Context: an optimization exercise on an open-source flow, tuned for small area and a short achievable clock period. The choices shown serve that exercise and are no tape-out recipe.
Only simulation tests tie the RTL to the original design; equivalence was not proved.
Power is estimated from default activity; no workload was simulated.

## flow/design.v (module list and top-level ports; edited modules follow where they fit)
// module fp_unpack: 65 lines
// module booth_multiplier: 824 lines
// module fp_normalize: 45 lines
// module fp_round: 45 lines
// module fp_mul_top: 160 lines
module fp_mul_top (
    input  logic        clk,
    input  logic        arst_n,
    input  logic        in_valid,
    input  logic [31:0] fp_x,
    input  logic [31:0] fp_y,
    input  logic [2:0]  r_mode,
    output logic        out_valid,
    output logic [31:0] fp_z,
    output logic        ovrf,
    output logic        udrf
);
  // ...
==> flow/flow/run.sh <==
#!/bin/bash
# Standard ORFS layout (the standard.sh, unchanged synthesis, floorplan,
# power grid and tap cells), with the repair steps aiming at a setup slack
# margin that stands for a shorter clock period than the one signed off.
set -euo pipefail
MARGIN=$(cat flow/margin.txt)
bash standard.sh SETUP_SLACK_MARGIN="$MARGIN" finish > flow_orfs.log 2>&1
==> flow/flow/margin.txt <==
5.5
==> flow/standard.sh <==
#!/bin/bash
# synth_recipe.tcl (not shown) runs the flow's synth.tcl, then flattens the netlist and writes it again
# the make line also repeats each setting of config.mk as NAME=value (left out here)
make -C /OpenROAD-flow-scripts/flow DESIGN_CONFIG=/design/flow/config.mk WORK_HOME=/design/flow/orfs CLKGATE_MAP_FILE= SYNTH_SCRIPT=/design/flow/synth_recipe.tcl "${@:-finish}"
==> flow/config.mk <==
export PLATFORM = sky130hd
export DESIGN_NAME = fp_mul_top
export DESIGN_NICKNAME = fp_mul_top
export VERILOG_FILES = /design/flow/design.v
export SDC_FILE = /design/flow/constraint.sdc
export NUM_CORES = 4
export LEC_CHECK = 0
export ABC_AREA = 1
export CAP_MARGIN = 20
export CORE_MARGIN = 2
export CORE_UTILIZATION = 40
export SLEW_MARGIN = 20
==> flow/constraint.sdc <==
create_clock -name core_clock -period 8.5 [get_ports {clk}]
set_input_delay 1.7000 -clock core_clock [delete_from_list [all_inputs] [get_ports {clk}]]
set_output_delay 1.7000 -clock core_clock [all_outputs]
set_load 0.01 [all_outputs]
==> results.json, run 1 <==
{
  "synth_most_common_cell": "inv_1",
  "final_cell_mix": "inv_1, nand2_1, xor2_1, dfxtp_1, buf_4",
  "antenna-diode-count": 2,
  "pwr-share-seq_pct": 16.6,
  "max_freq_mhz": 302,
  "p_per_area_nw_per_um2": 436,
  "status": "finished clean",
  "cp.arrival_ns": 3.75,
  "n_clock_buffer": 48,
  "p_clk_mw": 1.80,
  "gp_congestion": 0.979,
  "placedCellCount": 3608,
  "buf_share_pct": 11.2,
  "critPathLaunch": "fx1[19]",
  "min_path_type": "register to register",
  "multi_input_area_um2": 17500,
  "crit-reg2reg-launch": "fx1[19]",
  "wirelength_um": 91100,
  "yosys_warnings": 4,
  "coreArea_um2": 59100,
  "critPathSlowestCell": "fa_1",
  "ys_ff_latch": 298,
  "startpoint_type": "register",
  "die_x_um": 249,
  "synthTopCellsByCount": "inv_1, nand2_1, xor2_1",
  "critPathMaxFanout": 8,
  "clk_latency_ns": 0.57
}
==> run 2: changes to the inputs <==
==> flow/run.sh (new file) <==
#!/bin/bash
# synth_recipe.tcl (not shown) runs the flow's synth.tcl, then flattens the netlist and writes it again
# the make line also repeats each setting of config.mk as NAME=value (left out here)
make -C /OpenROAD-flow-scripts/flow DESIGN_CONFIG=/design/flow/config.mk WORK_HOME=/design/flow/orfs CLKGATE_MAP_FILE= SYNTH_SCRIPT=/design/flow/synth_recipe.tcl finish
--- a/flow/config.mk
+++ b/flow/config.mk
@@ -11,2 +11,3 @@
 export CORE_UTILIZATION = 40
+export SETUP_SLACK_MARGIN = 5
 export SLEW_MARGIN = 20
removed: flow/flow/run.sh
removed: flow/flow/margin.txt
removed: flow/standard.sh
==> results.json, run 2 <==
{
  "clock_skew_ns": 0.0222,
  "syn_area_per_cell_um2": 8.39,
  "p_int_mw": 5.76,
  "cts_root_buf": "clkbuf_16",
  "num_vias": 21100,
  "setup_viol": 0,
  "grt_usage_pct": 26.8,
  "synth_top_family_by_area": "adder cells",
  "preCtsSetupSlack_ns": 4.22,
  "pin_count": 105,
  "ir_worst_vdd_mv": 0.215,
  "synthTopCellsByCount": "inv_1, nand2_1, xor2_1",
  "status": "finished clean",
  "synth_top_flop_cell": "dfxtp_1",
  "largest_register_ffs": 48,
  "yosys_warnings": 4,
  "final_common_cell": "inv_1",
  "avgRoutedWirePerCell_um": 22.6,
  "synthXorXnorAreaFrac_pct": 11.7,
  "wirelength_um": 85500,
  "synth_mux_area_share_pct": 0.188,
  "hold_viol": 0,
  "die_y_um": 249,
  "drive_gt1_share_pct": 11.3,
  "die_x_um": 249,
  "synth_top_area_cell": "dfxtp_1",
  "ant_nets": 0,
  "min_path_type": "register to register",
  "synth_most_common_cell": "inv_1",
  "coreArea_um2": 59100,
  "final_max_slew_viol_count": 0,
  "max_slew_margin_pct": 31.3,
  "startpoint_type": "register",
  "io_buffer_count": 104,
  "criticalPathCategory": "register to register",
  "worstPathRequired_ns": 8.90,
  "dp_hpwl_um": 59600,
  "synth_top_cells_by_area": "dfxtp_1, fa_1, xor2_1",
  "pwr-share-seq_pct": 19.5,
  "syn-cell-area_um2": 23900,
  "vias_per_cell": 5.56,
  "top_regs": "r0_2 (48), r1_2 (46), r2_2 (34)",
  "rsz0062_at_grt": "true",
  "drv_cap": 0,
  "cp.arrival_ns": 3.97,
  "fin_crit_ns": 3.56,
  "htree_levels": 2,
  "max_freq_mhz": 281,
  "antenna_found_initial": 1,
  "seq_area_frac_synth_pct": 25.0,
  "synth_compound_area_share_pct": 11.7,
  "path_clk_slew_ns": 0.06,
  "synth_top_area_share_pct": 24.4,
  "postCtsHoldBufs": 0,
  "row_count": 89,
  "final_cell_mix": "inv_1, nand2_1, xor2_1, dfxtp_1, o22ai_1",
  "gp_congestion": 0.994,
  "p_per_area_nw_per_um2": 426,
  "cts_tree": "yes",
  "die_area_um2": 61800,
  "finalCritPeriodShare_pct": 41.9,
  "ys_async_sr_fraction_pct": 2.01,
  "start_util_pct": 40.5,
  "overflow": 0,
  "cts_sinks": 298,
  "grt_pass1_vias": 21600,
  "yosys.area_share.simple_pct": 14.6,
  "critPathMaxFanout": 11,
  "final_nets": 3421,
  "clk_latency_ns": 0.58,
  "top_register": "r0_2",
  "synth_adder_area_share_pct": 27.0,
  "fin_tns_setup_ns": 0,
  "grt_max_degree": 32,
  "cts_made_buffers": 37,
  "p_comb_share_pct": 67.2,
  "drcViolationCount": 0,
  "switchingPower_mw": 6.12,
  "ys_ff_latch": 298,
  "synth.distinct_cells": 51,
  "grt_pass1_wl_um": 127000,
  "dr.pass1.iters": 21,
  "syn_inst": 2852,
  "setup_ws_ns": 4.94,
  "first_iter_violations": 2399,
  "power.leakage_nw": 12.6,
  "power_frac_clock_pct": 13.4,
  "swShare_pct": 51.5,
  "tightestPinTransition_ns": 1.03,
  "endpoint_kind": "register",
  "area_growth_pct": 16.6,
  "synth_edf_count": 0,
  "clockBufferDepth": 3,
  "synth_fp_nets": 3283,
  "fillCellCount": 5748
}
run 2: cell families (layout without fill, tap and decap cells):
family,after synthesis,in the layout
buffers and inverters,602,765
XOR/XNOR,319,319
AND/OR/NAND/NOR,800,801
adder cells (fa/ha/maj),361,361
AO/OA/AOI/OAI,469,469
multiplexers,3,3
flip-flops,298,298
other,0,1
run 2: power by group through the flow:
stage / logic, mW / registers (mW) / clock network, mW
final: 7.98 / 2.31 / 1.59
after global routing: 8.99 / 2.37 / 1.68
after CTS: 7.85 / 2.30 / 1.63
after detailed placement: 7.70 / 2.32 / 0
after global placement: 7.62 / 2.31 / 0
after floorplan: 5.31 / 2.26 / 0
run 2: worst max-delay path, cell delays in order, from the launching register on:
cell        delay [ns]
dfxtp_1           0.67
clkinvlp_2        0.79
o22ai_1           0.39
inv_1             0.09
fa_1              0.47
fa_1              0.43
fa_1              0.55
run 2: metrics by stage:
stage / utilization, % / instance area [µm²] / power, mW / hold WS [ns] / instances
6_report: 47.2 / 27900 / 11.9 / 0.326 / 3790
5_1_grt: 47.2 / 27900 / 13.0 / 0.335 / 3789
4_1_cts: 46.1 / 27300 / 11.8 / 0.326 / 3728
3_5_place_dp: 43.1 / 25500 / 10.0 / 0.312 / 3607
3_3_place_gp: 43.1 / 25500 / 9.94 / 0.310 / 3607
2_1_floorplan: - / 23900 / 7.57 / 0.310 / 2852
run 2: area by class of cell:
cell class	count	area, µm²	area share [%]
multi-input combinational	1953	15700	56.4
sequential	298	6010	21.6
inverter	468	1900	6.80
timing repair buffer	201	1850	6.65
clock buffer	44	992	3.56
tap	773	967	3.47
clock inverter	21	243	0.870
timing repair inverter	31	200	0.717
antenna	1	2.50	0.00897
run 2: path summary, 6_finish.rpt:
kind / to / cells past startpoint / slack [ns] / start
max in group asynchronous: ovrf / 1 / 6.94 / arst_n
worst min register to register: es2[5] / 0 / 0.33 / es1[5]
min in group asynchronous: v1 / 1 / 1.36 / arst_n
worst min-delay path: es2[5] / 0 / 0.33 / es1[5]
worst max-delay path: r1_2[35] / 6 / 4.94 / one1[11]
worst max register to register: r1_2[35] / 6 / 4.94 / one1[11]
run 2: what timing repair did:
action | CTS | global route
gates resized for setup | 49 | 53
pin swaps | 2 | 4
endpoints found under the setup margin | 72 | 53
setup buffers | 39 | 46
gates cloned | 17 | 15
run 2: metal layers:
layer / share of wire [%] / global-route usage [%] / wire [µm]
met1: 37 / 31.1 / 31300
met2: 45 / 44.3 / 38600
met3: 11 / 7.34 / 9450
met4: 7.2 / 15.9 / 6180
met5: 0.019 / 0 / 16

==> separate check: timing with driven ports <==
The flow's constraints put no driver on any port. The routed layouts listed below were extracted and timed again, unchanged, in two steps.
Step 1, drivers: a clkbuf_16 drives clk and a buf_2 each remaining input, both assumed.
Step 2, shift: input delay + t, output delay - t, t = (earliest + latest rising clock arrival at the registers) / 2. This alone moves slack from input paths to output paths.
Slacks: ideal ports / drivers / drivers and shift; pairs: ideal ports / drivers.
| run | t, ns | setup slack, ns | hold slack, ns | worst data-port slew with drivers (ns) |
|---|---|---|---|---|
| run 1 | 0.620 | 5.185 / 5.185 / 4.948 | 0.323 / 0.323 / 0.323 | 0.04 |
| run 2 | 0.623 | 4.939 / 4.939 / 4.481 | 0.326 / 0.326 / 0.326 | 0.05 |
After both steps every run listed still meets setup and hold. The setup slack of run 2, which loses most, moves by 0.000 ns with the drivers and by -0.458 ns with both steps.
